Background: an optimization exercise with open tools, aiming at small area and a short achievable clock period. Do not read the settings as production practice. No functional check of the RTL was part of any run shown here. Power is estimated from default activity; no workload was simulated.

==> design/flow/design.v <==
package out_layer_pkg;
	localparam int FIX_WIDTH = 16;                         
	localparam int INT_BITS  = 5;                          
	localparam int FRAC_BITS = FIX_WIDTH - INT_BITS - 1;   
	localparam int DIFF_WIDTH = FIX_WIDTH + 1;   
	localparam int PROD_WIDTH = 2 * FIX_WIDTH;   
	typedef logic signed [FIX_WIDTH-1:0] fix_t;
	typedef logic signed [DIFF_WIDTH-1:0] diff_t;
	typedef logic signed [PROD_WIDTH-1:0] prod_t;
	localparam fix_t FIX_ONE = fix_t'(2 ** FRAC_BITS);
	localparam fix_t FIX_MAX = {1'b0, {(FIX_WIDTH-1){1'b1}}};   
	localparam fix_t FIX_MIN = {1'b1, {(FIX_WIDTH-1){1'b0}}};   
	localparam int NEURONS      = 16;  
	localparam int LANES        = 4;   
	localparam int LAYERS       = 3;   
	localparam int EXTRA_CLOCKS = 2;   
	localparam int CPC = NEURONS / LANES + EXTRA_CLOCKS;
	localparam int DEPTH = NEURONS / LANES;
	localparam int ANS_DELAY = CPC * (LAYERS - 1);
	localparam int COST_FN = 0;
	localparam int CYC_W  = (CPC > 1) ? $clog2(CPC) : 1;
	localparam int ADDR_W = (DEPTH > 1) ? $clog2(DEPTH) : 1;
	typedef logic [CYC_W-1:0]  cycle_idx_t;   
	typedef logic [ADDR_W-1:0] dmem_addr_t;   
	typedef fix_t [LANES-1:0] fix_lanes_t;
	typedef logic [LANES-1:0] ans_lanes_t;
	typedef struct packed {
		fix_lanes_t act;    
		fix_lanes_t adot;   
	} fwd_sample_t;
	typedef struct packed {
		logic       we;     
		logic       bank;   
		dmem_addr_t addr;
		fix_lanes_t data;
	} dmem_wr_t;
	typedef struct packed {
		logic       bank;
		dmem_addr_t addr;
	} dmem_rd_t;
	localparam int LANES_W = LANES * FIX_WIDTH;           
	localparam int FWD_W   = 2 * LANES_W;                 
	localparam int WR_W    = 2 + ADDR_W + LANES_W;        
	localparam int RD_W    = 1 + ADDR_W;                  
endpackage
`timescale 1ns/1ps
module ans_delay_line (
	input  logic                            clk,
	input  logic                            ok_i,    
	input  logic [out_layer_pkg::LANES-1:0] ans_i,
	output logic [out_layer_pkg::LANES-1:0] ans_o
);
	out_layer_pkg::ans_lanes_t stage_q [out_layer_pkg::ANS_DELAY];
	always_ff @(posedge clk) begin
		stage_q[0] <= ans_i;
		for (int i = 1; i < out_layer_pkg::ANS_DELAY - 1; i++) begin
			stage_q[i] <= stage_q[i-1];
		end
		stage_q[out_layer_pkg::ANS_DELAY-1] <= ok_i ? stage_q[out_layer_pkg::ANS_DELAY-2] : '0;
	end
	assign ans_o = stage_q[out_layer_pkg::ANS_DELAY-1];
endmodule
`timescale 1ns/1ps
module cost_unit (
	input  logic        clk,
	input  logic [15:0] act_i,    
	input  logic [15:0] adot_i,   
	input  logic        y_i,      
	output logic [15:0] del_o     
);
	logic [16:0] diff;
	logic [15:0] d_n;
	logic [16:0] a_ext;
	logic [7:0]  one_n, two_n, neg_n;
	assign diff = {act_i[15], act_i} - {6'd0, y_i, 10'd0};
	assign d_n  = (diff[16] != diff[15]) ? 16'h8000 : diff[15:0];
	assign a_ext = {adot_i, 1'b0};
	for (genvar i = 0; i < 8; i++) begin : g_enc
		logic b2, b1, b0;
		assign b2 = a_ext[2*i+2];
		assign b1 = a_ext[2*i+1];
		assign b0 = a_ext[2*i];
		assign one_n[i] = b1 ^ b0;
		assign two_n[i] = (b2 & ~b1 & ~b0) | (~b2 & b1 & b0);
		assign neg_n[i] = b2 & ~(b1 & b0);
	end
	logic [15:0] d_q;
	logic [7:0]  one_q, two_q, neg_q;
	logic        sgn1_q;   
	always_ff @(posedge clk) begin
		d_q   <= d_n;
		sgn1_q <= d_n[15] ^ adot_i[15];
		one_q <= one_n;
		two_q <= two_n;
		neg_q <= neg_n;
	end
	logic fc10, fc100, fc102, fc104, fc106, fc108, fc110, fc112, fc114, fc116, fc118, fc120, fc122, fc124, fc126, fc128, fc130, fc132, fc134, fc136, fc14, fc142, fc144, fc148, fc150, fc152, fc154, fc156, fc158, fc16, fc160, fc162, fc164, fc166, fc168, fc170, fc172, fc174, fc176, fc178, fc18, fc180, fc182, fc186, fc188, fc190, fc192, fc194, fc196, fc198, fc2, fc20, fc200, fc202, fc204, fc206, fc208, fc210, fc212, fc214, fc216, fc218, fc220, fc24, fc28, fc30, fc34, fc38, fc40, fc44, fc46, fc50, fc52, fc56, fc58, fc6, fc62, fc64, fc70, fc72, fc74, fc78, fc8, fc80, fc82, fc84, fc86, fc90, fc92, fc94, fc96, fc98, fs1, fs101, fs103, fs105, fs107, fs109, fs111, fs113, fs115, fs117, fs119, fs121, fs123, fs125, fs127, fs129, fs13, fs131, fs133, fs135, fs141, fs143, fs147, fs149, fs15, fs151, fs153, fs155, fs157, fs159, fs161, fs163, fs165, fs167, fs169, fs17, fs171, fs173, fs175, fs177, fs179, fs181, fs185, fs187, fs189, fs19, fs191, fs193, fs195, fs197, fs199, fs201, fs203, fs205, fs207, fs209, fs211, fs213, fs215, fs217, fs219, fs23, fs27, fs29, fs33, fs37, fs39, fs43, fs45, fs49, fs5, fs51, fs55, fs57, fs61, fs63, fs69, fs7, fs71, fs73, fs77, fs79, fs81, fs83, fs85, fs89, fs9, fs91, fs93, fs95, fs97, fs99, hc12, hc140, hc146, hc184, hc22, hc26, hc32, hc36, hc4, hc42, hc48, hc54, hc60, hc66, hc76, hc88, hs11, hs139, hs145, hs183, hs21, hs25, hs3, hs31, hs35, hs41, hs47, hs53, hs59, hs65, hs75, hs87, oc138, oc68, os137, os67, pp0_0, pp0_1, pp0_10, pp0_11, pp0_12, pp0_13, pp0_14, pp0_15, pp0_16, pp0_2, pp0_3, pp0_4, pp0_5, pp0_6, pp0_7, pp0_8, pp0_9, pp1_0, pp1_1, pp1_10, pp1_11, pp1_12, pp1_13, pp1_14, pp1_15, pp1_16, pp1_2, pp1_3, pp1_4, pp1_5, pp1_6, pp1_7, pp1_8, pp1_9, pp2_0, pp2_1, pp2_10, pp2_11, pp2_12, pp2_13, pp2_14, pp2_15, pp2_16, pp2_2, pp2_3, pp2_4, pp2_5, pp2_6, pp2_7, pp2_8, pp2_9, pp3_0, pp3_1, pp3_10, pp3_11, pp3_12, pp3_13, pp3_14, pp3_15, pp3_16, pp3_2, pp3_3, pp3_4, pp3_5, pp3_6, pp3_7, pp3_8, pp3_9, pp4_0, pp4_1, pp4_10, pp4_11, pp4_12, pp4_13, pp4_14, pp4_15, pp4_16, pp4_2, pp4_3, pp4_4, pp4_5, pp4_6, pp4_7, pp4_8, pp4_9, pp5_0, pp5_1, pp5_10, pp5_11, pp5_12, pp5_13, pp5_14, pp5_15, pp5_16, pp5_2, pp5_3, pp5_4, pp5_5, pp5_6, pp5_7, pp5_8, pp5_9, pp6_0, pp6_1, pp6_10, pp6_11, pp6_12, pp6_13, pp6_14, pp6_15, pp6_16, pp6_2, pp6_3, pp6_4, pp6_5, pp6_6, pp6_7, pp6_8, pp6_9, pp7_0, pp7_1, pp7_10, pp7_11, pp7_12, pp7_13, pp7_14, pp7_15, pp7_16, pp7_2, pp7_3, pp7_4, pp7_5, pp7_6, pp7_7, pp7_8, pp7_9;
	assign pp0_0 = ((one_q[0] & d_q[0]) | (two_q[0] & 1'b0)) ^ neg_q[0];
	assign pp0_1 = ((one_q[0] & d_q[1]) | (two_q[0] & d_q[0])) ^ neg_q[0];
	assign pp0_2 = ((one_q[0] & d_q[2]) | (two_q[0] & d_q[1])) ^ neg_q[0];
	assign pp0_3 = ((one_q[0] & d_q[3]) | (two_q[0] & d_q[2])) ^ neg_q[0];
	assign pp0_4 = ((one_q[0] & d_q[4]) | (two_q[0] & d_q[3])) ^ neg_q[0];
	assign pp0_5 = ((one_q[0] & d_q[5]) | (two_q[0] & d_q[4])) ^ neg_q[0];
	assign pp0_6 = ((one_q[0] & d_q[6]) | (two_q[0] & d_q[5])) ^ neg_q[0];
	assign pp0_7 = ((one_q[0] & d_q[7]) | (two_q[0] & d_q[6])) ^ neg_q[0];
	assign pp0_8 = ((one_q[0] & d_q[8]) | (two_q[0] & d_q[7])) ^ neg_q[0];
	assign pp0_9 = ((one_q[0] & d_q[9]) | (two_q[0] & d_q[8])) ^ neg_q[0];
	assign pp0_10 = ((one_q[0] & d_q[10]) | (two_q[0] & d_q[9])) ^ neg_q[0];
	assign pp0_11 = ((one_q[0] & d_q[11]) | (two_q[0] & d_q[10])) ^ neg_q[0];
	assign pp0_12 = ((one_q[0] & d_q[12]) | (two_q[0] & d_q[11])) ^ neg_q[0];
	assign pp0_13 = ((one_q[0] & d_q[13]) | (two_q[0] & d_q[12])) ^ neg_q[0];
	assign pp0_14 = ((one_q[0] & d_q[14]) | (two_q[0] & d_q[13])) ^ neg_q[0];
	assign pp0_15 = ((one_q[0] & d_q[15]) | (two_q[0] & d_q[14])) ^ neg_q[0];
	assign pp0_16 = ((one_q[0] & d_q[15]) | (two_q[0] & d_q[15])) ^ neg_q[0];
	assign pp1_0 = ((one_q[1] & d_q[0]) | (two_q[1] & 1'b0)) ^ neg_q[1];
	assign pp1_1 = ((one_q[1] & d_q[1]) | (two_q[1] & d_q[0])) ^ neg_q[1];
	assign pp1_2 = ((one_q[1] & d_q[2]) | (two_q[1] & d_q[1])) ^ neg_q[1];
	assign pp1_3 = ((one_q[1] & d_q[3]) | (two_q[1] & d_q[2])) ^ neg_q[1];
	assign pp1_4 = ((one_q[1] & d_q[4]) | (two_q[1] & d_q[3])) ^ neg_q[1];
	assign pp1_5 = ((one_q[1] & d_q[5]) | (two_q[1] & d_q[4])) ^ neg_q[1];
	assign pp1_6 = ((one_q[1] & d_q[6]) | (two_q[1] & d_q[5])) ^ neg_q[1];
	assign pp1_7 = ((one_q[1] & d_q[7]) | (two_q[1] & d_q[6])) ^ neg_q[1];
	assign pp1_8 = ((one_q[1] & d_q[8]) | (two_q[1] & d_q[7])) ^ neg_q[1];
	assign pp1_9 = ((one_q[1] & d_q[9]) | (two_q[1] & d_q[8])) ^ neg_q[1];
	assign pp1_10 = ((one_q[1] & d_q[10]) | (two_q[1] & d_q[9])) ^ neg_q[1];
	assign pp1_11 = ((one_q[1] & d_q[11]) | (two_q[1] & d_q[10])) ^ neg_q[1];
	assign pp1_12 = ((one_q[1] & d_q[12]) | (two_q[1] & d_q[11])) ^ neg_q[1];
	assign pp1_13 = ((one_q[1] & d_q[13]) | (two_q[1] & d_q[12])) ^ neg_q[1];
	assign pp1_14 = ((one_q[1] & d_q[14]) | (two_q[1] & d_q[13])) ^ neg_q[1];
	assign pp1_15 = ((one_q[1] & d_q[15]) | (two_q[1] & d_q[14])) ^ neg_q[1];
	assign pp1_16 = ((one_q[1] & d_q[15]) | (two_q[1] & d_q[15])) ^ neg_q[1];
	assign pp2_0 = ((one_q[2] & d_q[0]) | (two_q[2] & 1'b0)) ^ neg_q[2];
	assign pp2_1 = ((one_q[2] & d_q[1]) | (two_q[2] & d_q[0])) ^ neg_q[2];
	assign pp2_2 = ((one_q[2] & d_q[2]) | (two_q[2] & d_q[1])) ^ neg_q[2];
	assign pp2_3 = ((one_q[2] & d_q[3]) | (two_q[2] & d_q[2])) ^ neg_q[2];
	assign pp2_4 = ((one_q[2] & d_q[4]) | (two_q[2] & d_q[3])) ^ neg_q[2];
	assign pp2_5 = ((one_q[2] & d_q[5]) | (two_q[2] & d_q[4])) ^ neg_q[2];
	assign pp2_6 = ((one_q[2] & d_q[6]) | (two_q[2] & d_q[5])) ^ neg_q[2];
	assign pp2_7 = ((one_q[2] & d_q[7]) | (two_q[2] & d_q[6])) ^ neg_q[2];
	assign pp2_8 = ((one_q[2] & d_q[8]) | (two_q[2] & d_q[7])) ^ neg_q[2];
	assign pp2_9 = ((one_q[2] & d_q[9]) | (two_q[2] & d_q[8])) ^ neg_q[2];
	assign pp2_10 = ((one_q[2] & d_q[10]) | (two_q[2] & d_q[9])) ^ neg_q[2];
	assign pp2_11 = ((one_q[2] & d_q[11]) | (two_q[2] & d_q[10])) ^ neg_q[2];
	assign pp2_12 = ((one_q[2] & d_q[12]) | (two_q[2] & d_q[11])) ^ neg_q[2];
	assign pp2_13 = ((one_q[2] & d_q[13]) | (two_q[2] & d_q[12])) ^ neg_q[2];
	assign pp2_14 = ((one_q[2] & d_q[14]) | (two_q[2] & d_q[13])) ^ neg_q[2];
	assign pp2_15 = ((one_q[2] & d_q[15]) | (two_q[2] & d_q[14])) ^ neg_q[2];
	assign pp2_16 = ((one_q[2] & d_q[15]) | (two_q[2] & d_q[15])) ^ neg_q[2];
	assign pp3_0 = ((one_q[3] & d_q[0]) | (two_q[3] & 1'b0)) ^ neg_q[3];
	assign pp3_1 = ((one_q[3] & d_q[1]) | (two_q[3] & d_q[0])) ^ neg_q[3];
	assign pp3_2 = ((one_q[3] & d_q[2]) | (two_q[3] & d_q[1])) ^ neg_q[3];
	assign pp3_3 = ((one_q[3] & d_q[3]) | (two_q[3] & d_q[2])) ^ neg_q[3];
	assign pp3_4 = ((one_q[3] & d_q[4]) | (two_q[3] & d_q[3])) ^ neg_q[3];
	assign pp3_5 = ((one_q[3] & d_q[5]) | (two_q[3] & d_q[4])) ^ neg_q[3];
	assign pp3_6 = ((one_q[3] & d_q[6]) | (two_q[3] & d_q[5])) ^ neg_q[3];
	assign pp3_7 = ((one_q[3] & d_q[7]) | (two_q[3] & d_q[6])) ^ neg_q[3];
	assign pp3_8 = ((one_q[3] & d_q[8]) | (two_q[3] & d_q[7])) ^ neg_q[3];
	assign pp3_9 = ((one_q[3] & d_q[9]) | (two_q[3] & d_q[8])) ^ neg_q[3];
	assign pp3_10 = ((one_q[3] & d_q[10]) | (two_q[3] & d_q[9])) ^ neg_q[3];
	assign pp3_11 = ((one_q[3] & d_q[11]) | (two_q[3] & d_q[10])) ^ neg_q[3];
	assign pp3_12 = ((one_q[3] & d_q[12]) | (two_q[3] & d_q[11])) ^ neg_q[3];
	assign pp3_13 = ((one_q[3] & d_q[13]) | (two_q[3] & d_q[12])) ^ neg_q[3];
	assign pp3_14 = ((one_q[3] & d_q[14]) | (two_q[3] & d_q[13])) ^ neg_q[3];
	assign pp3_15 = ((one_q[3] & d_q[15]) | (two_q[3] & d_q[14])) ^ neg_q[3];
	assign pp3_16 = ((one_q[3] & d_q[15]) | (two_q[3] & d_q[15])) ^ neg_q[3];
	assign pp4_0 = ((one_q[4] & d_q[0]) | (two_q[4] & 1'b0)) ^ neg_q[4];
	assign pp4_1 = ((one_q[4] & d_q[1]) | (two_q[4] & d_q[0])) ^ neg_q[4];
	assign pp4_2 = ((one_q[4] & d_q[2]) | (two_q[4] & d_q[1])) ^ neg_q[4];
	assign pp4_3 = ((one_q[4] & d_q[3]) | (two_q[4] & d_q[2])) ^ neg_q[4];
	assign pp4_4 = ((one_q[4] & d_q[4]) | (two_q[4] & d_q[3])) ^ neg_q[4];
	assign pp4_5 = ((one_q[4] & d_q[5]) | (two_q[4] & d_q[4])) ^ neg_q[4];
	assign pp4_6 = ((one_q[4] & d_q[6]) | (two_q[4] & d_q[5])) ^ neg_q[4];
	assign pp4_7 = ((one_q[4] & d_q[7]) | (two_q[4] & d_q[6])) ^ neg_q[4];
	assign pp4_8 = ((one_q[4] & d_q[8]) | (two_q[4] & d_q[7])) ^ neg_q[4];
	assign pp4_9 = ((one_q[4] & d_q[9]) | (two_q[4] & d_q[8])) ^ neg_q[4];
	assign pp4_10 = ((one_q[4] & d_q[10]) | (two_q[4] & d_q[9])) ^ neg_q[4];
	assign pp4_11 = ((one_q[4] & d_q[11]) | (two_q[4] & d_q[10])) ^ neg_q[4];
	assign pp4_12 = ((one_q[4] & d_q[12]) | (two_q[4] & d_q[11])) ^ neg_q[4];
	assign pp4_13 = ((one_q[4] & d_q[13]) | (two_q[4] & d_q[12])) ^ neg_q[4];
	assign pp4_14 = ((one_q[4] & d_q[14]) | (two_q[4] & d_q[13])) ^ neg_q[4];
	assign pp4_15 = ((one_q[4] & d_q[15]) | (two_q[4] & d_q[14])) ^ neg_q[4];
	assign pp4_16 = ((one_q[4] & d_q[15]) | (two_q[4] & d_q[15])) ^ neg_q[4];
	assign pp5_0 = ((one_q[5] & d_q[0]) | (two_q[5] & 1'b0)) ^ neg_q[5];
	assign pp5_1 = ((one_q[5] & d_q[1]) | (two_q[5] & d_q[0])) ^ neg_q[5];
	assign pp5_2 = ((one_q[5] & d_q[2]) | (two_q[5] & d_q[1])) ^ neg_q[5];
	assign pp5_3 = ((one_q[5] & d_q[3]) | (two_q[5] & d_q[2])) ^ neg_q[5];
	assign pp5_4 = ((one_q[5] & d_q[4]) | (two_q[5] & d_q[3])) ^ neg_q[5];
	assign pp5_5 = ((one_q[5] & d_q[5]) | (two_q[5] & d_q[4])) ^ neg_q[5];
	assign pp5_6 = ((one_q[5] & d_q[6]) | (two_q[5] & d_q[5])) ^ neg_q[5];
	assign pp5_7 = ((one_q[5] & d_q[7]) | (two_q[5] & d_q[6])) ^ neg_q[5];
	assign pp5_8 = ((one_q[5] & d_q[8]) | (two_q[5] & d_q[7])) ^ neg_q[5];
	assign pp5_9 = ((one_q[5] & d_q[9]) | (two_q[5] & d_q[8])) ^ neg_q[5];
	assign pp5_10 = ((one_q[5] & d_q[10]) | (two_q[5] & d_q[9])) ^ neg_q[5];
	assign pp5_11 = ((one_q[5] & d_q[11]) | (two_q[5] & d_q[10])) ^ neg_q[5];
	assign pp5_12 = ((one_q[5] & d_q[12]) | (two_q[5] & d_q[11])) ^ neg_q[5];
	assign pp5_13 = ((one_q[5] & d_q[13]) | (two_q[5] & d_q[12])) ^ neg_q[5];
	assign pp5_14 = ((one_q[5] & d_q[14]) | (two_q[5] & d_q[13])) ^ neg_q[5];
	assign pp5_15 = ((one_q[5] & d_q[15]) | (two_q[5] & d_q[14])) ^ neg_q[5];
	assign pp5_16 = ((one_q[5] & d_q[15]) | (two_q[5] & d_q[15])) ^ neg_q[5];
	assign pp6_0 = ((one_q[6] & d_q[0]) | (two_q[6] & 1'b0)) ^ neg_q[6];
	assign pp6_1 = ((one_q[6] & d_q[1]) | (two_q[6] & d_q[0])) ^ neg_q[6];
	assign pp6_2 = ((one_q[6] & d_q[2]) | (two_q[6] & d_q[1])) ^ neg_q[6];
	assign pp6_3 = ((one_q[6] & d_q[3]) | (two_q[6] & d_q[2])) ^ neg_q[6];
	assign pp6_4 = ((one_q[6] & d_q[4]) | (two_q[6] & d_q[3])) ^ neg_q[6];
	assign pp6_5 = ((one_q[6] & d_q[5]) | (two_q[6] & d_q[4])) ^ neg_q[6];
	assign pp6_6 = ((one_q[6] & d_q[6]) | (two_q[6] & d_q[5])) ^ neg_q[6];
	assign pp6_7 = ((one_q[6] & d_q[7]) | (two_q[6] & d_q[6])) ^ neg_q[6];
	assign pp6_8 = ((one_q[6] & d_q[8]) | (two_q[6] & d_q[7])) ^ neg_q[6];
	assign pp6_9 = ((one_q[6] & d_q[9]) | (two_q[6] & d_q[8])) ^ neg_q[6];
	assign pp6_10 = ((one_q[6] & d_q[10]) | (two_q[6] & d_q[9])) ^ neg_q[6];
	assign pp6_11 = ((one_q[6] & d_q[11]) | (two_q[6] & d_q[10])) ^ neg_q[6];
	assign pp6_12 = ((one_q[6] & d_q[12]) | (two_q[6] & d_q[11])) ^ neg_q[6];
	assign pp6_13 = ((one_q[6] & d_q[13]) | (two_q[6] & d_q[12])) ^ neg_q[6];
	assign pp6_14 = ((one_q[6] & d_q[14]) | (two_q[6] & d_q[13])) ^ neg_q[6];
	assign pp6_15 = ((one_q[6] & d_q[15]) | (two_q[6] & d_q[14])) ^ neg_q[6];
	assign pp6_16 = ((one_q[6] & d_q[15]) | (two_q[6] & d_q[15])) ^ neg_q[6];
	assign pp7_0 = ((one_q[7] & d_q[0]) | (two_q[7] & 1'b0)) ^ neg_q[7];
	assign pp7_1 = ((one_q[7] & d_q[1]) | (two_q[7] & d_q[0])) ^ neg_q[7];
	assign pp7_2 = ((one_q[7] & d_q[2]) | (two_q[7] & d_q[1])) ^ neg_q[7];
	assign pp7_3 = ((one_q[7] & d_q[3]) | (two_q[7] & d_q[2])) ^ neg_q[7];
	assign pp7_4 = ((one_q[7] & d_q[4]) | (two_q[7] & d_q[3])) ^ neg_q[7];
	assign pp7_5 = ((one_q[7] & d_q[5]) | (two_q[7] & d_q[4])) ^ neg_q[7];
	assign pp7_6 = ((one_q[7] & d_q[6]) | (two_q[7] & d_q[5])) ^ neg_q[7];
	assign pp7_7 = ((one_q[7] & d_q[7]) | (two_q[7] & d_q[6])) ^ neg_q[7];
	assign pp7_8 = ((one_q[7] & d_q[8]) | (two_q[7] & d_q[7])) ^ neg_q[7];
	assign pp7_9 = ((one_q[7] & d_q[9]) | (two_q[7] & d_q[8])) ^ neg_q[7];
	assign pp7_10 = ((one_q[7] & d_q[10]) | (two_q[7] & d_q[9])) ^ neg_q[7];
	assign pp7_11 = ((one_q[7] & d_q[11]) | (two_q[7] & d_q[10])) ^ neg_q[7];
	assign pp7_12 = ((one_q[7] & d_q[12]) | (two_q[7] & d_q[11])) ^ neg_q[7];
	assign pp7_13 = ((one_q[7] & d_q[13]) | (two_q[7] & d_q[12])) ^ neg_q[7];
	assign pp7_14 = ((one_q[7] & d_q[14]) | (two_q[7] & d_q[13])) ^ neg_q[7];
	assign pp7_15 = ((one_q[7] & d_q[15]) | (two_q[7] & d_q[14])) ^ neg_q[7];
	assign pp7_16 = ((one_q[7] & d_q[15]) | (two_q[7] & d_q[15])) ^ neg_q[7];
	assign fs1 = pp0_2 ^ pp1_0 ^ neg_q[1];
	assign fc2 = (pp0_2 & pp1_0) | (pp0_2 & neg_q[1]) | (pp1_0 & neg_q[1]);
	assign hs3 = pp0_3 ^ pp1_1;
	assign hc4 = pp0_3 & pp1_1;
	assign fs5 = pp0_4 ^ pp1_2 ^ pp2_0;
	assign fc6 = (pp0_4 & pp1_2) | (pp0_4 & pp2_0) | (pp1_2 & pp2_0);
	assign fs7 = pp0_5 ^ pp1_3 ^ pp2_1;
	assign fc8 = (pp0_5 & pp1_3) | (pp0_5 & pp2_1) | (pp1_3 & pp2_1);
	assign fs9 = pp0_6 ^ pp1_4 ^ pp2_2;
	assign fc10 = (pp0_6 & pp1_4) | (pp0_6 & pp2_2) | (pp1_4 & pp2_2);
	assign hs11 = pp3_0 ^ neg_q[3];
	assign hc12 = pp3_0 & neg_q[3];
	assign fs13 = pp0_7 ^ pp1_5 ^ pp2_3;
	assign fc14 = (pp0_7 & pp1_5) | (pp0_7 & pp2_3) | (pp1_5 & pp2_3);
	assign fs15 = pp0_8 ^ pp1_6 ^ pp2_4;
	assign fc16 = (pp0_8 & pp1_6) | (pp0_8 & pp2_4) | (pp1_6 & pp2_4);
	assign fs17 = pp3_2 ^ pp4_0 ^ neg_q[4];
	assign fc18 = (pp3_2 & pp4_0) | (pp3_2 & neg_q[4]) | (pp4_0 & neg_q[4]);
	assign fs19 = pp0_9 ^ pp1_7 ^ pp2_5;
	assign fc20 = (pp0_9 & pp1_7) | (pp0_9 & pp2_5) | (pp1_7 & pp2_5);
	assign hs21 = pp3_3 ^ pp4_1;
	assign hc22 = pp3_3 & pp4_1;
	assign fs23 = pp0_10 ^ pp1_8 ^ pp2_6;
	assign fc24 = (pp0_10 & pp1_8) | (pp0_10 & pp2_6) | (pp1_8 & pp2_6);
	assign hs25 = pp3_4 ^ pp4_2;
	assign hc26 = pp3_4 & pp4_2;
	assign fs27 = pp0_11 ^ pp1_9 ^ pp2_7;
	assign fc28 = (pp0_11 & pp1_9) | (pp0_11 & pp2_7) | (pp1_9 & pp2_7);
	assign fs29 = pp0_12 ^ pp1_10 ^ pp2_8;
	assign fc30 = (pp0_12 & pp1_10) | (pp0_12 & pp2_8) | (pp1_10 & pp2_8);
	assign hs31 = pp3_6 ^ pp4_4;
	assign hc32 = pp3_6 & pp4_4;
	assign fs33 = pp0_13 ^ pp1_11 ^ pp2_9;
	assign fc34 = (pp0_13 & pp1_11) | (pp0_13 & pp2_9) | (pp1_11 & pp2_9);
	assign hs35 = pp3_7 ^ pp4_5;
	assign hc36 = pp3_7 & pp4_5;
	assign fs37 = pp0_14 ^ pp1_12 ^ pp2_10;
	assign fc38 = (pp0_14 & pp1_12) | (pp0_14 & pp2_10) | (pp1_12 & pp2_10);
	assign fs39 = pp3_8 ^ pp4_6 ^ pp5_4;
	assign fc40 = (pp3_8 & pp4_6) | (pp3_8 & pp5_4) | (pp4_6 & pp5_4);
	assign hs41 = pp6_2 ^ pp7_0;
	assign hc42 = pp6_2 & pp7_0;
	assign fs43 = pp0_15 ^ pp1_13 ^ pp2_11;
	assign fc44 = (pp0_15 & pp1_13) | (pp0_15 & pp2_11) | (pp1_13 & pp2_11);
	assign fs45 = pp3_9 ^ pp4_7 ^ pp5_5;
	assign fc46 = (pp3_9 & pp4_7) | (pp3_9 & pp5_5) | (pp4_7 & pp5_5);
	assign hs47 = pp6_3 ^ pp7_1;
	assign hc48 = pp6_3 & pp7_1;
	assign fs49 = pp0_16 ^ pp1_14 ^ pp2_12;
	assign fc50 = (pp0_16 & pp1_14) | (pp0_16 & pp2_12) | (pp1_14 & pp2_12);
	assign fs51 = pp3_10 ^ pp4_8 ^ pp5_6;
	assign fc52 = (pp3_10 & pp4_8) | (pp3_10 & pp5_6) | (pp4_8 & pp5_6);
	assign hs53 = pp6_4 ^ pp7_2;
	assign hc54 = pp6_4 & pp7_2;
	assign fs55 = pp0_16 ^ pp1_15 ^ pp2_13;
	assign fc56 = (pp0_16 & pp1_15) | (pp0_16 & pp2_13) | (pp1_15 & pp2_13);
	assign fs57 = pp3_11 ^ pp4_9 ^ pp5_7;
	assign fc58 = (pp3_11 & pp4_9) | (pp3_11 & pp5_7) | (pp4_9 & pp5_7);
	assign hs59 = pp6_5 ^ pp7_3;
	assign hc60 = pp6_5 & pp7_3;
	assign fs61 = ~pp0_16 ^ ~pp1_16 ^ pp2_14;
	assign fc62 = (~pp0_16 & ~pp1_16) | (~pp0_16 & pp2_14) | (~pp1_16 & pp2_14);
	assign fs63 = pp3_12 ^ pp4_10 ^ pp5_8;
	assign fc64 = (pp3_12 & pp4_10) | (pp3_12 & pp5_8) | (pp4_10 & pp5_8);
	assign hs65 = pp6_6 ^ pp7_4;
	assign hc66 = pp6_6 & pp7_4;
	assign os67 = ~(pp2_15 ^ pp3_13);
	assign oc68 = pp2_15 | pp3_13;
	assign fs69 = pp4_11 ^ pp5_9 ^ pp6_7;
	assign fc70 = (pp4_11 & pp5_9) | (pp4_11 & pp6_7) | (pp5_9 & pp6_7);
	assign fs71 = ~pp2_16 ^ pp3_14 ^ pp4_12;
	assign fc72 = (~pp2_16 & pp3_14) | (~pp2_16 & pp4_12) | (pp3_14 & pp4_12);
	assign fs73 = fs5 ^ neg_q[2] ^ hc4;
	assign fc74 = (fs5 & neg_q[2]) | (fs5 & hc4) | (neg_q[2] & hc4);
	assign hs75 = fs7 ^ fc6;
	assign hc76 = fs7 & fc6;
	assign fs77 = fs9 ^ hs11 ^ fc8;
	assign fc78 = (fs9 & hs11) | (fs9 & fc8) | (hs11 & fc8);
	assign fs79 = fs13 ^ pp3_1 ^ fc10;
	assign fc80 = (fs13 & pp3_1) | (fs13 & fc10) | (pp3_1 & fc10);
	assign fs81 = fs15 ^ fs17 ^ fc14;
	assign fc82 = (fs15 & fs17) | (fs15 & fc14) | (fs17 & fc14);
	assign fs83 = fs19 ^ hs21 ^ fc16;
	assign fc84 = (fs19 & hs21) | (fs19 & fc16) | (hs21 & fc16);
	assign fs85 = fs23 ^ hs25 ^ pp5_0;
	assign fc86 = (fs23 & hs25) | (fs23 & pp5_0) | (hs25 & pp5_0);
	assign hs87 = neg_q[5] ^ fc20;
	assign hc88 = neg_q[5] & fc20;
	assign fs89 = fs27 ^ pp3_5 ^ pp4_3;
	assign fc90 = (fs27 & pp3_5) | (fs27 & pp4_3) | (pp3_5 & pp4_3);
	assign fs91 = pp5_1 ^ fc24 ^ hc26;
	assign fc92 = (pp5_1 & fc24) | (pp5_1 & hc26) | (fc24 & hc26);
	assign fs93 = fs29 ^ hs31 ^ pp5_2;
	assign fc94 = (fs29 & hs31) | (fs29 & pp5_2) | (hs31 & pp5_2);
	assign fs95 = pp6_0 ^ neg_q[6] ^ fc28;
	assign fc96 = (pp6_0 & neg_q[6]) | (pp6_0 & fc28) | (neg_q[6] & fc28);
	assign fs97 = fs33 ^ hs35 ^ pp5_3;
	assign fc98 = (fs33 & hs35) | (fs33 & pp5_3) | (hs35 & pp5_3);
	assign fs99 = pp6_1 ^ fc30 ^ hc32;
	assign fc100 = (pp6_1 & fc30) | (pp6_1 & hc32) | (fc30 & hc32);
	assign fs101 = fs37 ^ fs39 ^ hs41;
	assign fc102 = (fs37 & fs39) | (fs37 & hs41) | (fs39 & hs41);
	assign fs103 = neg_q[7] ^ fc34 ^ hc36;
	assign fc104 = (neg_q[7] & fc34) | (neg_q[7] & hc36) | (fc34 & hc36);
	assign fs105 = fs43 ^ fs45 ^ hs47;
	assign fc106 = (fs43 & fs45) | (fs43 & hs47) | (fs45 & hs47);
	assign fs107 = fc38 ^ fc40 ^ hc42;
	assign fc108 = (fc38 & fc40) | (fc38 & hc42) | (fc40 & hc42);
	assign fs109 = fs49 ^ fs51 ^ hs53;
	assign fc110 = (fs49 & fs51) | (fs49 & hs53) | (fs51 & hs53);
	assign fs111 = fc44 ^ fc46 ^ hc48;
	assign fc112 = (fc44 & fc46) | (fc44 & hc48) | (fc46 & hc48);
	assign fs113 = fs55 ^ fs57 ^ hs59;
	assign fc114 = (fs55 & fs57) | (fs55 & hs59) | (fs57 & hs59);
	assign fs115 = fc50 ^ fc52 ^ hc54;
	assign fc116 = (fc50 & fc52) | (fc50 & hc54) | (fc52 & hc54);
	assign fs117 = fs61 ^ fs63 ^ hs65;
	assign fc118 = (fs61 & fs63) | (fs61 & hs65) | (fs63 & hs65);
	assign fs119 = fc56 ^ fc58 ^ hc60;
	assign fc120 = (fc56 & fc58) | (fc56 & hc60) | (fc58 & hc60);
	assign fs121 = os67 ^ fs69 ^ pp7_5;
	assign fc122 = (os67 & fs69) | (os67 & pp7_5) | (fs69 & pp7_5);
	assign fs123 = fc62 ^ fc64 ^ hc66;
	assign fc124 = (fc62 & fc64) | (fc62 & hc66) | (fc64 & hc66);
	assign fs125 = fs71 ^ pp5_10 ^ pp6_8;
	assign fc126 = (fs71 & pp5_10) | (fs71 & pp6_8) | (pp5_10 & pp6_8);
	assign fs127 = pp7_6 ^ oc68 ^ fc70;
	assign fc128 = (pp7_6 & oc68) | (pp7_6 & fc70) | (oc68 & fc70);
	assign fs129 = ~pp3_15 ^ pp4_13 ^ pp5_11;
	assign fc130 = (~pp3_15 & pp4_13) | (~pp3_15 & pp5_11) | (pp4_13 & pp5_11);
	assign fs131 = pp6_9 ^ pp7_7 ^ fc72;
	assign fc132 = (pp6_9 & pp7_7) | (pp6_9 & fc72) | (pp7_7 & fc72);
	assign fs133 = ~pp3_16 ^ pp4_14 ^ pp5_12;
	assign fc134 = (~pp3_16 & pp4_14) | (~pp3_16 & pp5_12) | (pp4_14 & pp5_12);
	assign fs135 = pp6_10 ^ pp7_8 ^ pp3_15;
	assign fc136 = (pp6_10 & pp7_8) | (pp6_10 & pp3_15) | (pp7_8 & pp3_15);
	assign os137 = ~(pp4_15 ^ pp5_13);
	assign oc138 = pp4_15 | pp5_13;
	assign hs139 = pp6_11 ^ pp7_9;
	assign hc140 = pp6_11 & pp7_9;
	assign fs141 = ~pp4_16 ^ pp5_14 ^ pp6_12;
	assign fc142 = (~pp4_16 & pp5_14) | (~pp4_16 & pp6_12) | (pp5_14 & pp6_12);
	assign fs143 = fs79 ^ hc12 ^ fc78;
	assign fc144 = (fs79 & hc12) | (fs79 & fc78) | (hc12 & fc78);
	assign hs145 = fs81 ^ fc80;
	assign hc146 = fs81 & fc80;
	assign fs147 = fs83 ^ fc18 ^ fc82;
	assign fc148 = (fs83 & fc18) | (fs83 & fc82) | (fc18 & fc82);
	assign fs149 = fs85 ^ hs87 ^ hc22;
	assign fc150 = (fs85 & hs87) | (fs85 & hc22) | (hs87 & hc22);
	assign fs151 = fs89 ^ fs91 ^ fc86;
	assign fc152 = (fs89 & fs91) | (fs89 & fc86) | (fs91 & fc86);
	assign fs153 = fs93 ^ fs95 ^ fc90;
	assign fc154 = (fs93 & fs95) | (fs93 & fc90) | (fs95 & fc90);
	assign fs155 = fs97 ^ fs99 ^ fc94;
	assign fc156 = (fs97 & fs99) | (fs97 & fc94) | (fs99 & fc94);
	assign fs157 = fs101 ^ fs103 ^ fc98;
	assign fc158 = (fs101 & fs103) | (fs101 & fc98) | (fs103 & fc98);
	assign fs159 = fs105 ^ fs107 ^ fc102;
	assign fc160 = (fs105 & fs107) | (fs105 & fc102) | (fs107 & fc102);
	assign fs161 = fs109 ^ fs111 ^ fc106;
	assign fc162 = (fs109 & fs111) | (fs109 & fc106) | (fs111 & fc106);
	assign fs163 = fs113 ^ fs115 ^ fc110;
	assign fc164 = (fs113 & fs115) | (fs113 & fc110) | (fs115 & fc110);
	assign fs165 = fs117 ^ fs119 ^ fc114;
	assign fc166 = (fs117 & fs119) | (fs117 & fc114) | (fs119 & fc114);
	assign fs167 = fs121 ^ fs123 ^ fc118;
	assign fc168 = (fs121 & fs123) | (fs121 & fc118) | (fs123 & fc118);
	assign fs169 = fs125 ^ fs127 ^ fc122;
	assign fc170 = (fs125 & fs127) | (fs125 & fc122) | (fs127 & fc122);
	assign fs171 = fs129 ^ fs131 ^ fc126;
	assign fc172 = (fs129 & fs131) | (fs129 & fc126) | (fs131 & fc126);
	assign fs173 = fs133 ^ fs135 ^ fc130;
	assign fc174 = (fs133 & fs135) | (fs133 & fc130) | (fs135 & fc130);
	assign fs175 = os137 ^ hs139 ^ fc134;
	assign fc176 = (os137 & hs139) | (os137 & fc134) | (hs139 & fc134);
	assign fs177 = fs141 ^ pp7_10 ^ oc138;
	assign fc178 = (fs141 & pp7_10) | (fs141 & oc138) | (pp7_10 & oc138);
	assign fs179 = ~pp5_15 ^ pp6_13 ^ pp7_11;
	assign fc180 = (~pp5_15 & pp6_13) | (~pp5_15 & pp7_11) | (pp6_13 & pp7_11);
	assign fs181 = ~pp5_16 ^ pp6_14 ^ pp7_12;
	assign fc182 = (~pp5_16 & pp6_14) | (~pp5_16 & pp7_12) | (pp6_14 & pp7_12);
	assign hs183 = fs149 ^ fc84;
	assign hc184 = fs149 & fc84;
	assign fs185 = fs151 ^ hc88 ^ fc150;
	assign fc186 = (fs151 & hc88) | (fs151 & fc150) | (hc88 & fc150);
	assign fs187 = fs153 ^ fc92 ^ fc152;
	assign fc188 = (fs153 & fc92) | (fs153 & fc152) | (fc92 & fc152);
	assign fs189 = fs155 ^ fc96 ^ fc154;
	assign fc190 = (fs155 & fc96) | (fs155 & fc154) | (fc96 & fc154);
	assign fs191 = fs157 ^ fc100 ^ fc156;
	assign fc192 = (fs157 & fc100) | (fs157 & fc156) | (fc100 & fc156);
	assign fs193 = fs159 ^ fc104 ^ fc158;
	assign fc194 = (fs159 & fc104) | (fs159 & fc158) | (fc104 & fc158);
	assign fs195 = fs161 ^ fc108 ^ fc160;
	assign fc196 = (fs161 & fc108) | (fs161 & fc160) | (fc108 & fc160);
	assign fs197 = fs163 ^ fc112 ^ fc162;
	assign fc198 = (fs163 & fc112) | (fs163 & fc162) | (fc112 & fc162);
	assign fs199 = fs165 ^ fc116 ^ fc164;
	assign fc200 = (fs165 & fc116) | (fs165 & fc164) | (fc116 & fc164);
	assign fs201 = fs167 ^ fc120 ^ fc166;
	assign fc202 = (fs167 & fc120) | (fs167 & fc166) | (fc120 & fc166);
	assign fs203 = fs169 ^ fc124 ^ fc168;
	assign fc204 = (fs169 & fc124) | (fs169 & fc168) | (fc124 & fc168);
	assign fs205 = fs171 ^ fc128 ^ fc170;
	assign fc206 = (fs171 & fc128) | (fs171 & fc170) | (fc128 & fc170);
	assign fs207 = fs173 ^ fc132 ^ fc172;
	assign fc208 = (fs173 & fc132) | (fs173 & fc172) | (fc132 & fc172);
	assign fs209 = fs175 ^ fc136 ^ fc174;
	assign fc210 = (fs175 & fc136) | (fs175 & fc174) | (fc136 & fc174);
	assign fs211 = fs177 ^ hc140 ^ fc176;
	assign fc212 = (fs177 & hc140) | (fs177 & fc176) | (hc140 & fc176);
	assign fs213 = fs179 ^ fc142 ^ fc178;
	assign fc214 = (fs179 & fc142) | (fs179 & fc178) | (fc142 & fc178);
	assign fs215 = fs181 ^ pp5_15 ^ fc180;
	assign fc216 = (fs181 & pp5_15) | (fs181 & fc180) | (pp5_15 & fc180);
	assign fs217 = ~pp6_15 ^ pp7_13 ^ fc182;
	assign fc218 = (~pp6_15 & pp7_13) | (~pp6_15 & fc182) | (pp7_13 & fc182);
	assign fs219 = ~pp6_16 ^ pp7_14 ^ pp6_15;
	assign fc220 = (~pp6_16 & pp7_14) | (~pp6_16 & pp6_15) | (pp7_14 & pp6_15);
	logic [31:0] row_a, row_b;
	assign row_a = {1'b1, ~pp7_16, ~pp7_15, fs219, fs217, fs215, fs213, fs211, fs209, fs207, fs205, fs203, fs201, fs199, fs197, fs195, fs193, fs191, fs189, fs187, fs185, hs183, fs147, hs145, fs143, fs77, hs75, fs73, hs3, fs1, pp0_1, pp0_0};
	assign row_b = {1'b0, pp7_15, fc220, fc218, fc216, fc214, fc212, fc210, fc208, fc206, fc204, fc202, fc200, fc198, fc196, fc194, fc192, fc190, fc188, fc186, hc184, fc148, hc146, fc144, 1'b0, hc76, fc74, 1'b0, fc2, 1'b0, 1'b0, neg_q[0]};
	logic [10:0] lo_sum;
	assign lo_sum = {1'b0, row_a[9:0]} + {1'b0, row_b[9:0]};
	logic [21:0] hi_a_q, hi_b_q;
	logic        cin_q;
	always_ff @(posedge clk) begin
		hi_a_q <= row_a[31:10];
		hi_b_q <= row_b[31:10];
		cin_q  <= lo_sum[10];
	end
	logic sgn2_q;
	always_ff @(posedge clk) sgn2_q <= sgn1_q;
	logic [21:0] g, p;
	assign g = hi_a_q & hi_b_q;
	assign p = hi_a_q ^ hi_b_q;
	logic [15:0] c;
	logic sg0_1, sp0_1;
	assign sg0_1 = g[1] | (p[1] & g[0]);
	assign sp0_1 = p[1] & p[0];
	logic sg0_3, sp0_3;
	assign sg0_3 = g[3] | (p[3] & g[2]);
	assign sp0_3 = p[3] & p[2];
	logic sg0_5, sp0_5;
	assign sg0_5 = g[5] | (p[5] & g[4]);
	assign sp0_5 = p[5] & p[4];
	logic sg0_7, sp0_7;
	assign sg0_7 = g[7] | (p[7] & g[6]);
	assign sp0_7 = p[7] & p[6];
	logic sg0_9, sp0_9;
	assign sg0_9 = g[9] | (p[9] & g[8]);
	assign sp0_9 = p[9] & p[8];
	logic sg0_11, sp0_11;
	assign sg0_11 = g[11] | (p[11] & g[10]);
	assign sp0_11 = p[11] & p[10];
	logic sg0_13, sp0_13;
	assign sg0_13 = g[13] | (p[13] & g[12]);
	assign sp0_13 = p[13] & p[12];
	logic sg1_2, sp1_2;
	assign sg1_2 = g[2] | (p[2] & sg0_1);
	assign sp1_2 = p[2] & sp0_1;
	logic sg1_3, sp1_3;
	assign sg1_3 = sg0_3 | (sp0_3 & sg0_1);
	assign sp1_3 = sp0_3 & sp0_1;
	logic sg1_6, sp1_6;
	assign sg1_6 = g[6] | (p[6] & sg0_5);
	assign sp1_6 = p[6] & sp0_5;
	logic sg1_7, sp1_7;
	assign sg1_7 = sg0_7 | (sp0_7 & sg0_5);
	assign sp1_7 = sp0_7 & sp0_5;
	logic sg1_10, sp1_10;
	assign sg1_10 = g[10] | (p[10] & sg0_9);
	assign sp1_10 = p[10] & sp0_9;
	logic sg1_11, sp1_11;
	assign sg1_11 = sg0_11 | (sp0_11 & sg0_9);
	assign sp1_11 = sp0_11 & sp0_9;
	logic sg1_14, sp1_14;
	assign sg1_14 = g[14] | (p[14] & sg0_13);
	assign sp1_14 = p[14] & sp0_13;
	logic sg2_4, sp2_4;
	assign sg2_4 = g[4] | (p[4] & sg1_3);
	assign sp2_4 = p[4] & sp1_3;
	logic sg2_5, sp2_5;
	assign sg2_5 = sg0_5 | (sp0_5 & sg1_3);
	assign sp2_5 = sp0_5 & sp1_3;
	logic sg2_6, sp2_6;
	assign sg2_6 = sg1_6 | (sp1_6 & sg1_3);
	assign sp2_6 = sp1_6 & sp1_3;
	logic sg2_7, sp2_7;
	assign sg2_7 = sg1_7 | (sp1_7 & sg1_3);
	assign sp2_7 = sp1_7 & sp1_3;
	logic sg2_12, sp2_12;
	assign sg2_12 = g[12] | (p[12] & sg1_11);
	assign sp2_12 = p[12] & sp1_11;
	logic sg2_13, sp2_13;
	assign sg2_13 = sg0_13 | (sp0_13 & sg1_11);
	assign sp2_13 = sp0_13 & sp1_11;
	logic sg2_14, sp2_14;
	assign sg2_14 = sg1_14 | (sp1_14 & sg1_11);
	assign sp2_14 = sp1_14 & sp1_11;
	logic sg3_8, sp3_8;
	assign sg3_8 = g[8] | (p[8] & sg2_7);
	assign sp3_8 = p[8] & sp2_7;
	logic sg3_9, sp3_9;
	assign sg3_9 = sg0_9 | (sp0_9 & sg2_7);
	assign sp3_9 = sp0_9 & sp2_7;
	logic sg3_10, sp3_10;
	assign sg3_10 = sg1_10 | (sp1_10 & sg2_7);
	assign sp3_10 = sp1_10 & sp2_7;
	logic sg3_11, sp3_11;
	assign sg3_11 = sg1_11 | (sp1_11 & sg2_7);
	assign sp3_11 = sp1_11 & sp2_7;
	logic sg3_12, sp3_12;
	assign sg3_12 = sg2_12 | (sp2_12 & sg2_7);
	assign sp3_12 = sp2_12 & sp2_7;
	logic sg3_13, sp3_13;
	assign sg3_13 = sg2_13 | (sp2_13 & sg2_7);
	assign sp3_13 = sp2_13 & sp2_7;
	logic sg3_14, sp3_14;
	assign sg3_14 = sg2_14 | (sp2_14 & sg2_7);
	assign sp3_14 = sp2_14 & sp2_7;
	assign c[0] = cin_q;
	assign c[1] = g[0] | (p[0] & cin_q);
	assign c[2] = sg0_1 | (sp0_1 & cin_q);
	assign c[3] = sg1_2 | (sp1_2 & cin_q);
	assign c[4] = sg1_3 | (sp1_3 & cin_q);
	assign c[5] = sg2_4 | (sp2_4 & cin_q);
	assign c[6] = sg2_5 | (sp2_5 & cin_q);
	assign c[7] = sg2_6 | (sp2_6 & cin_q);
	assign c[8] = sg2_7 | (sp2_7 & cin_q);
	assign c[9] = sg3_8 | (sp3_8 & cin_q);
	assign c[10] = sg3_9 | (sp3_9 & cin_q);
	assign c[11] = sg3_10 | (sp3_10 & cin_q);
	assign c[12] = sg3_11 | (sp3_11 & cin_q);
	assign c[13] = sg3_12 | (sp3_12 & cin_q);
	assign c[14] = sg3_13 | (sp3_13 & cin_q);
	assign c[15] = sg3_14 | (sp3_14 & cin_q);
	logic [6:0] tt_p, tt_g, tt_k;
	assign tt_p = hi_a_q[21:15] ^ hi_b_q[21:15];
	assign tt_g = hi_a_q[21:15] & hi_b_q[21:15];
	assign tt_k = hi_a_q[21:15] | hi_b_q[21:15];
	logic tt_z, tt_m1, tt_m2;
	assign tt_z  = ~tt_p[0] & (tt_p[6:1] == tt_k[5:0]);
	assign tt_m1 = &tt_p;
	assign tt_m2 = ~tt_p[0] & (tt_p[6:1] == ~tt_g[5:0]);
	logic ovf;
	assign ovf = c[15] ? ~(tt_m1 | tt_m2) : ~(tt_z | tt_m1);
	logic [15:0] q;
	assign q = p[15:0] ^ c[15:0];
	always_ff @(posedge clk) begin
		del_o <= ovf ? {sgn2_q, {15{~sgn2_q}}} : q;
	end
endmodule
`timescale 1ns/1ps
module delta_bank_ctrl (
	input  logic                      clk,
	input  logic                      rst_n_i,
	input  out_layer_pkg::cycle_idx_t cycle_index_i,
	output logic                      blk_ok_o,   
	output logic                      ans_ok_o    
);
	logic blk1_q;   
	logic blk2_q;   
	logic last;     
	assign last = (cycle_index_i == out_layer_pkg::cycle_idx_t'(out_layer_pkg::CPC - 1));
	always_ff @(posedge clk) begin
		if (!rst_n_i) begin
			blk1_q <= 1'b0;
			blk2_q <= 1'b0;
		end else begin
			blk1_q <= blk1_q | last;
			blk2_q <= blk2_q | (blk1_q & last);
		end
	end
	assign blk_ok_o = blk1_q;
	assign ans_ok_o = rst_n_i & (blk2_q | (blk1_q & last));
endmodule
`timescale 1ns/1ps
module delta_mem_bank (
	input  logic                              clk,
	input  logic                              ok_i,    
	input  logic [out_layer_pkg::LANES_W-1:0] del_i,   
	output logic [out_layer_pkg::LANES_W-1:0] del_o    
);
	out_layer_pkg::fix_lanes_t stage_q [3];
	out_layer_pkg::fix_lanes_t out_q;
	always_ff @(posedge clk) begin
		stage_q[0] <= del_i;
		stage_q[1] <= stage_q[0];
		stage_q[2] <= stage_q[1];
		out_q      <= ok_i ? stage_q[2] : '0;
	end
	assign del_o = out_q;
endmodule
`timescale 1ns/1ps
module out_layer_top (
	input  logic                                  clk,
	input  logic                                  rst_n_i,
	input  logic [out_layer_pkg::CYC_W-1:0]       cycle_index_i,   
	input  logic                                  cycle_clk_i,     
	input  logic [2*out_layer_pkg::LANES*out_layer_pkg::FIX_WIDTH-1:0] fwd_i,  
	input  logic [out_layer_pkg::LANES-1:0]       ans_i,           
	output logic [out_layer_pkg::LANES*out_layer_pkg::FIX_WIDTH-1:0] del_o,  
	output logic [out_layer_pkg::LANES-1:0]       ans_o            
);
	localparam int FW = out_layer_pkg::FIX_WIDTH;
	localparam int LW = out_layer_pkg::LANES_W;
	logic                              blk_ok;     
	logic                              ans_ok;     
	logic [out_layer_pkg::LANES-1:0]   ans_dly;    
	logic [LW-1:0]                     del_calc;   
	delta_bank_ctrl i_delta_bank_ctrl (
		.clk           (clk),
		.rst_n_i       (rst_n_i),
		.cycle_index_i (cycle_index_i),
		.blk_ok_o      (blk_ok),
		.ans_ok_o      (ans_ok)
	);
	ans_delay_line i_ans_delay_line (
		.clk     (clk),
		.ok_i    (ans_ok),
		.ans_i   (ans_i),
		.ans_o   (ans_dly)
	);
	assign ans_o = ans_dly;
	for (genvar l = 0; l < out_layer_pkg::LANES; l++) begin : g_lane
		cost_unit i_cost_unit (
			.clk    (clk),
			.act_i  (fwd_i[LW + l*FW +: FW]),
			.adot_i (fwd_i[l*FW +: FW]),
			.y_i    (ans_dly[l]),
			.del_o  (del_calc[l*FW +: FW])
		);
	end
	delta_mem_bank i_delta_mem_bank (
		.clk     (clk),
		.ok_i    (blk_ok),
		.del_i   (del_calc),
		.del_o   (del_o)
	);
endmodule
==> design/flow/flow/run.sh <==
#!/bin/bash
# Standard ORFS layout (the standard.sh) with these changes to how it is made:
#  - synthesis skips the generic "abc -fast" pass inside yosys synth (SYNTH_ARGS=-noabc), so the
#    full adders written in the RTL reach extract_fa as written; the registers (names, count
#    and cell types) are the same as the standard synthesis gives;
#  - port buffers are buf_2 cells instead of the resizer's default pick (a delay cell);
#  - repair_timing aims for more setup slack than the 10 ns clock needs, so the layout is
#    pushed towards the shortest period it can reach. Constraints and period are unchanged.
set -euo pipefail
bash standard.sh \
  SYNTH_ARGS=-noabc \
  'BUFFER_PORTS_ARGS=-buffer_cell sky130_fd_sc_hd__buf_2' \
  SETUP_SLACK_MARGIN=7 \
  finish > orfs_make.log 2>&1
==> design/flow/standard.sh <==
#!/bin/bash
# synth_recipe.tcl (not shown) runs the flow's synth.tcl, then flattens the netlist and writes it again
# the make line also repeats each setting of config.mk as NAME=value (left out here)
make -C /OpenROAD-flow-scripts/flow DESIGN_CONFIG=/design/flow/config.mk WORK_HOME=/design/flow/orfs CLKGATE_MAP_FILE= SYNTH_SCRIPT=/design/flow/synth_recipe.tcl "${@:-finish}"
==> design/flow/config.mk <==
export PLATFORM = sky130hd
export DESIGN_NAME = out_layer_top
export DESIGN_NICKNAME = out_layer_top
export VERILOG_FILES = /design/flow/design.v
export SDC_FILE = /design/flow/constraint.sdc
export NUM_CORES = 4
export LEC_CHECK = 0
export CAP_MARGIN = 20
export CORE_MARGIN = 2
export CORE_UTILIZATION = 75
export CTS_CLUSTER_DIAMETER = 80
export CTS_CLUSTER_SIZE = 30
export PLACE_DENSITY = 0.85
export SLEW_MARGIN = 20
export TNS_END_PERCENT = 0
==> design/flow/constraint.sdc <==
create_clock -name core_clock -period 10.0 [get_ports {clk}]
set_input_delay 2.0000 -clock core_clock [delete_from_list [all_inputs] [get_ports {clk}]]
set_output_delay 2.0000 -clock core_clock [all_outputs]
set_load 0.01 [all_outputs]
==> results of run 1 <==
routing by layer:
metal / vias to the layer above / global-route usage
met3: 255 / 0.0482
met2: 1340 / 0.521
met5: - / 0
met1: 13000 / 0.392
met4: 0 / 0.121
li1: 11900 / -
flip-flops by register name, indices dropped and copies added, names as in the netlist, 32 cells and up:
register	flops
g_lane.i_cost_unit.one_q	32
g_lane.i_cost_unit.d_q	64
g_lane.i_cost_unit.neg_q	32
g_lane.i_cost_unit.two_q	32
g_lane.i_cost_unit.hi_b_q	84
i_ans_delay_line.stage_q	48
i_delta_mem_bank.stage_q	192
g_lane.i_cost_unit.hi_a_q	84
i_delta_mem_bank.out_q	64
g_lane.i_cost_unit.del_o	64
what timing repair did:
item                                    in CTS  in global routing
pin swaps                                    0                  1
hold endpoints to repair                     0                  0
endpoints found under the setup margin     207                214
gates resized for setup                    168                124
hold buffers                                 0                  0
buffers inserted                             4                  5
placed cells by master (no fill, tap or decap), types with 6 or more instances in the layout:
master,instances
nand4_1,9
nand3_1,12
o21ai_0,73
a22oi_1,475
a21oi_1,48
dfxtp_1,547
nand2b_1,29
buf_4,13
clkbuf_16,31
a21o_1,18
nor2b_1,34
nand2_1,67
and2_1,119
dfxtp_2,42
xnor2_1,480
nor3_1,7
ha_1,248
buf_2,202
nor4_1,6
nor2_1,59
fa_1,372
inv_1,188
nand3b_1,22
ha_4,8
o21bai_1,7
mux2i_1,60
o21ai_1,8
xor2_1,145
dfxtp_4,121
cells by family (layout without fill, tap and decap cells):
| kind of cell | Yosys count | count (layout) | synth area share |
|---|---|---|---|
| other | 0 | 1 | 0 |
| buffers and inverters | 503 | 456 | 0.0490 |
| AOI/OAI and AO/OA | 690 | 690 | 0.123 |
| adders and majority gates | 628 | 628 | 0.266 |
| muxes | 61 | 61 | 0.0153 |
| xor gates and xnor gates | 629 | 629 | 0.137 |
| and+or+nand+nor | 395 | 395 | 0.0545 |
| DFF | 710 | 710 | 0.355 |
power by group through the flow:
stage	clock network [mW]	registers (mW)	logic [mW]
after floorplan	0	3.89	4.57
after global placement	0	4.16	5.29
after detailed placement	0	4.20	5.70
after CTS	1.51	4.15	5.75
after global routing	1.60	4.22	6.56
final	1.47	4.14	5.74
metrics by stage:
step	area, sq um	cells	hold slack [ps]
2_1_floorplan	40900	3616	310
3_3_place_gp	41000	4205	310
3_5_place_dp	41000	4205	312
4_1_cts	42200	4252	327
5_1_grt	42600	4257	330
6_report	42600	4258	324
final timing paths:
kind	end	slack, ps	cells past startpoint
hold / removal	i_ans_delay_line.stage_q[7][0]	320	0
setup reg to reg	g_lane[3].i_cost_unit.hi_a_q[10]	6890	7
hold reg to reg	i_ans_delay_line.stage_q[7][0]	320	0
setup / recovery	ans_o[3]	6860	1
layout make-up:
| cell class | count | area (sq um) | area share |
|---|---|---|---|
| Multi-Input combinational cell | 2403 | 24100 | 0.567 |
| Clock inverter | 12 | 161 | 0.00379 |
| Timing Repair Buffer | 221 | 1170 | 0.0275 |
| Sequential cell | 710 | 14700 | 0.346 |
| Inverter | 192 | 731 | 0.0172 |
| Tap cell | 688 | 861 | 0.0202 |
| Antenna cell | 1 | 2.50 | 0.0000588 |
| Clock buffer | 31 | 776 | 0.0182 |
==> qor.yml, run 1 <==
status: "finished clean"
startpoint: "i_ans_delay_line.stage_q[11][3]"
max_cap_viol_count: 0
drt_first_pass_iters: 7
netlist_instances: 3616
met2WireLength_microns: 42300
rows: 84
drive_above_1_share: 0.136
synth_cell_types: 67
cp-start-kind: "register"
synth_seq_cells: 710
grt_max_degree: 66
cp_data_required_time_ps: 8000
p_per_area_mw_per_mm2: 267
worst_path_dominant_cell_family: "flip-flops"
fillers: 3119
rsz0062_at_grt: "yes"
routed_wl_microns: 85700
dp_slack_ps: 6440
worst_slew_margin_rel: 0.499
area_delta_synth_final_pct: 6.19
tns_ps: 0
synth-main-ff-cell: "dfxtp_1"
final_nets: 4325
swShare: 0.389
drt-initial-drc-count: 2374
grt_pass1_wl_microns: 139000
top_layer_used: "met4"
cts_sinks: 710
p_leak_nw: 17.7
arrival_ps: 1140
hp-class: "register to register"
fin_worst_skew_ps: 24.1
crit_slowest_cell: "dfxtp_4"
clkTransAtPathRegs_ps: 100
synth_edf_count: 0
reg2reg_from: "g_lane[3].i_cost_unit.d_q[13]"
crit_fanout: 2
end_kind: "output pin"
fp.dieH_microns: 235
cts_root_buf: "clkbuf_16"
power_mw: 11.4
clkPwrFrac: 0.130
core-area_sq_mm: 0.0527
wl_per_cell_microns: 20.1
final.min_clock_period_ps: 3140
antenna_left: 0
fmax_mhz: 319
hpwlAfterDp_microns: 59900
antenna_found_initial: 1
die_w_microns: 235
vias_per_cell: 6.22
slowest_delay_ps: 400
grt_pass1_vias: 28000
mappedNetlistArea_sq_mm: 0.0401
hold_path.startpoint: "i_ans_delay_line.stage_q[6][0]"
fin_util: 0.808
groute.usage.overall: 0.306
vdd_drop_max_v: 0.000196
ys_async_sr_fraction: 0
grt-ovfl-total: 0
setup_viol_count_final: 0
switching_power_mw: 4.42
synth-seq-area-share: 0.355
synth.yosys.warnings: 6
synth.avg_cell_area_sq_um: 11.1
p_int_mw: 6.94
critPathKind: "register to output pin"
setup_ws_ps: 6860
cts_made_buffers: 31
die_area_sq_mm: 0.0553
wirelength_met1_microns: 33500
h-tree-depth: 1
hold_viol_final: 0
gp_congestion: 0.912
p_seq_frac: 0.365
synth_nets: 4382
vias: 26500
power.combinational.fraction: 0.505
io_buffers: 204
post-route-drc-count: 0
wl_met3_microns: 6990
critical_path_buf_inv_count: 1
initial_core_util: 0.761
synth_top_area_frac: 0.355
worstPathCellList: "buf_6"
tightest_slew_ps: 750
synth_commonest_cells: "dfxtp_1, xnor2_1, a22oi_1"
finalMaxSlewViolations: 0
cts_tree: "done"
yosys.area.top_type: "dfxtp_1"
clock_latency_ps: 630
fin_crit_sh: 0.314
boundaryPins: 206
synth.most_common_cell: "dfxtp_1"
clk_path_buf_depth: 3
synth.area.top_cells: "dfxtp_1, fa_1, xnor2_1, a22oi_1, ha_1"
==> inputs of run 2 (changes only) <==
--- a/design/flow/design.v
+++ b/design/flow/design.v
@@ -457,14 +457,30 @@
 	logic [10:0] lo_sum;
 	assign lo_sum = {1'b0, row_a[9:0]} + {1'b0, row_b[9:0]};
-	logic [21:0] hi_a_q, hi_b_q;
+	logic [14:0] hi_a_q, hi_b_q;
 	logic        cin_q;
 	always_ff @(posedge clk) begin
-		hi_a_q <= row_a[31:10];
-		hi_b_q <= row_b[31:10];
+		hi_a_q <= row_a[24:10];
+		hi_b_q <= row_b[24:10];
 		cin_q  <= lo_sum[10];
 	end
-	logic sgn2_q;
-	always_ff @(posedge clk) sgn2_q <= sgn1_q;
-	logic [21:0] g, p;
+	logic [4:0] tt_p, tt_g, tt_k;
+	assign tt_p = row_a[31:27] ^ row_b[31:27];
+	assign tt_g = row_a[31:27] & row_b[31:27];
+	assign tt_k = row_a[31:27] | row_b[31:27];
+	logic tt_z, tt_m1, tt_m2;
+	assign tt_z  = ~tt_p[0] & (tt_p[4:1] == tt_k[3:0]);
+	assign tt_m1 = &tt_p;
+	assign tt_m2 = ~tt_p[0] & (tt_p[4:1] == ~tt_g[3:0]);
+	logic [1:0] xt_q, gt_q;   
+	logic z_q, m1_q, m2_q, sgn2_q;
+	always_ff @(posedge clk) begin
+		z_q    <= tt_z;
+		m1_q   <= tt_m1;
+		m2_q   <= tt_m2;
+		sgn2_q <= sgn1_q;
+		xt_q   <= row_a[26:25] ^ row_b[26:25];
+		gt_q   <= row_a[26:25] & row_b[26:25];
+	end
+	logic [14:0] g, p;
 	assign g = hi_a_q & hi_b_q;
 	assign p = hi_a_q ^ hi_b_q;
@@ -570,16 +586,15 @@
 	assign c[14] = sg3_13 | (sp3_13 & cin_q);
 	assign c[15] = sg3_14 | (sp3_14 & cin_q);
-	logic [6:0] tt_p, tt_g, tt_k;
-	assign tt_p = hi_a_q[21:15] ^ hi_b_q[21:15];
-	assign tt_g = hi_a_q[21:15] & hi_b_q[21:15];
-	assign tt_k = hi_a_q[21:15] | hi_b_q[21:15];
-	logic tt_z, tt_m1, tt_m2;
-	assign tt_z  = ~tt_p[0] & (tt_p[6:1] == tt_k[5:0]);
-	assign tt_m1 = &tt_p;
-	assign tt_m2 = ~tt_p[0] & (tt_p[6:1] == ~tt_g[5:0]);
+	logic [2:0] ct;    
+	assign ct[0] = c[15];
+	assign ct[1] = gt_q[0] | (xt_q[0] & ct[0]);
+	assign ct[2] = gt_q[1] | (xt_q[1] & ct[1]);
+	logic eqt, vt;   
+	assign eqt = ct[2] ? (m1_q | m2_q) : (z_q | m1_q);
+	assign vt  = ct[2] ? m2_q : m1_q;
 	logic ovf;
-	assign ovf = c[15] ? ~(tt_m1 | tt_m2) : ~(tt_z | tt_m1);
+	assign ovf = ~(eqt & ((xt_q ^ ct[1:0]) == {2{vt}}));
 	logic [15:0] q;
-	assign q = p[15:0] ^ c[15:0];
+	assign q = {xt_q[0] ^ ct[0], p[14:0] ^ c[14:0]};
 	always_ff @(posedge clk) begin
 		del_o <= ovf ? {sgn2_q, {15{~sgn2_q}}} : q;
==> run 2 against run 1 <==
Compared with the run above:
- combinational power is 12% higher
- total power is 6.7% higher
- critical path depth is 16 higher
- clock skew is 5.4 ps lower
- critical path type is now register to register
- highest routed layer unchanged
==> qor.yml, run 2 <==
p_seq_frac: 0.346  # -0.019
slowest_delay_ps: 350  # -50 ps
gp_congestion: 0.950  # +4.1%
vias: 26300  # -0.81%
grt_pass1_vias: 27300  # -2.7%
synth-main-ff-cell: "dfxtp_1"
reg2reg_from: "g_lane[1].i_cost_unit.hi_a_q[5]"
layout_common_cells: "dfxtp_1, a22oi_1, xnor2_1"
fin_crit_sh: 0.365  # +0.0508
cts_made_buffers: 30  # -3.2%
synth.avg_cell_area_sq_um: 11.0  # -0.33%
p_int_mw: 7.40  # +6.7%
synth_nets: 4299  # -1.9%
synth_edf_count: 0  # unchanged
die_w_microns: 232  # -1.3%
grt_pass1_wl_microns: 136000  # -2.1%
synth_commonest_cells: "dfxtp_1, a22oi_1, xnor2_1"
met1_usage: 0.401  # +0.00896
antenna_left: 0  # unchanged
antenna_found_initial: 0  # -1
area_delta_synth_final_pct: 7.38
synth.yosys.warnings: 6  # unchanged
drt_first_pass_iters: 7  # unchanged
swShare: 0.389  # about the same
clk_path_buf_depth: 3  # unchanged
hold_viol_final: 0  # unchanged
power.combinational.fraction: 0.532  # +0.027
h-tree-depth: 1  # unchanged
initial_core_util: 0.759  # -0.00189
tns_ps: 0  # unchanged
netlist_instances: 3533  # -2.3%
rsz0062_at_grt: "yes"
synth.area.top_cells: "dfxtp_1, fa_1, xnor2_1, a22oi_1, ha_1"
clkPwrFrac: 0.122  # -0.008
tightest_slew_ps: 1170  # +424 ps
crit_slowest_cell: "dfxtp_2"
dp_slack_ps: 5700  # -745 ps
synthMuxAreaShare: 0.00138  # -0.0139
cts_root_buf: "clkbuf_16"
grt_max_degree: 67  # +1.5%
worst_path_dominant_cell_family: "compound AO/OA/AOI/OAI gates"
cp_data_required_time_ps: 10550  # +2550 ps
routed_wl_microns: 85100  # -0.73%
synth_top_area_frac: 0.354  # -0.000731
switching_power_mw: 4.72  # +6.7%
synth-adder-area-share: 0.273  # +0.00714
grt.busiest_layer: "met2"
vias_per_cell: 6.23  # +0.25%
end_kind: "register"
yosys.area.top_type: "dfxtp_1"
worstPathCellList: "ha_4 > a21o_1 > a221oi_4 > o21ai_2 > o21ba_4 > o21ai_4 > o21a_1 > or2_4 > ha_2 > or2_4 > ha_4 > nor2_4 > mux2i_2 > o21a_4 > buf_6 > nor2_1 > a21oi_1"
synth_compound_area_frac: 0.133  # +0.00985
hold_path.startpoint: "i_delta_mem_bank.stage_q[1][56]"
worst_slew_margin_rel: 0.216  # -0.283
max_cap_viol_count: 0  # unchanged
synth_seq_cells: 690  # -2.8%
drt-initial-drc-count: 2556  # +7.7%
yosys.area_share.xor_xnor: 0.137  # -0.000571
fp.dieH_microns: 232  # -1.3%
drive_above_1_share: 0.123  # -0.0124
clkTransAtPathRegs_ps: 110  # about the same
fillers: 3004  # -3.7%
synth.most_common_cell: "dfxtp_1"
setup_viol_count_final: 0  # unchanged
use_met3: 0.0371  # -0.0111
boundaryPins: 206  # unchanged
cts_sinks: 690  # -2.8%
use_met2: 0.544  # +0.0228
vdd_drop_max_v: 0.000205  # +4.2%
crit_fanout: 6  # +4
status: "finished clean"
==> run 2: path summary, 6_finish.rpt <==
path,end,slack (ps),cells after the start
hold / removal,i_delta_mem_bank.stage_q[2][56],320,0
setup reg to reg,g_lane[1].i_cost_unit.del_o[0],6350,17
setup / recovery,g_lane[1].i_cost_unit.del_o[0],6350,17
hold reg to reg,i_delta_mem_bank.stage_q[2][56],320,0
==> run 2: cell type report <==
cell class,count,area [sq um],share of cell area
Antenna cell,1,2.50,0.0000597
Clock buffer,33,783,0.0187
Inverter,151,567,0.0135
Tap cell,680,851,0.0203
Sequential cell,690,13800,0.330
Timing Repair Buffer,260,1480,0.0353
Multi-Input combinational cell,2388,24200,0.578
Clock inverter,10,160,0.00382
==> run 2: power by group through the flow <==
stage / registers, mW / logic, mW / clock network, mW
after global routing: 4.27 / 7.24 / 1.60
after detailed placement: 4.20 / 5.69 / 0
after global placement: 4.16 / 5.27 / 0
final: 4.20 / 6.44 / 1.47
after CTS: 4.17 / 6.16 / 1.50
after floorplan: 3.90 / 4.47 / 0
==> run 2: layer usage <==
layer,up-vias,wire [microns]
li1,11800,-
met1,13000,33700
met2,1240,42900
met3,226,5660
met4,0,2850
met5,-,0
==> run 2: logic make-up after synthesis <==
kind of cell / count (synthesis)
AOI/OAI and AO/OA: 734
xor gates and xnor gates: 610
adders and majority gates: 628
buffers and inverters: 459
DFF: 690
muxes: 5
and+or+nand+nor: 407
==> run 2: per-stage QoR <==
step / cell area [sq um] / hold WS [ps] / power [mW] / util / std cells
after global placement: 40000 / 310 / 9.43 / 0.777 / 4114
final: 41900 / 321 / 12.1 / 0.815 / 4213
after detailed placement: 40000 / 312 / 9.89 / 0.777 / 4114
after floorplan: 39300 / 310 / 8.37 / - / 3533
after global routing: 41900 / 336 / 13.1 / 0.815 / 4212
after CTS: 41600 / 326 / 11.8 / 0.809 / 4198
==> run 2: repair_timing <==
action | CTS | global route
hold buffers | 0 | 0
pin swaps | 32 | 24
endpoints found under the setup margin | 259 | 299
setup buffers | 37 | 14
gates resized for setup | 59 | 54
gates cloned | 4 | 0

Re-timed with assumed drivers on the ports (clkbuf_16 on the clock, buf_2 on other inputs), run 2 has 6.354 ns of setup slack against 6.354 ns with ideal ports, and 6.354 ns once port delays also move by the mid clock arrival of 0.669 ns.
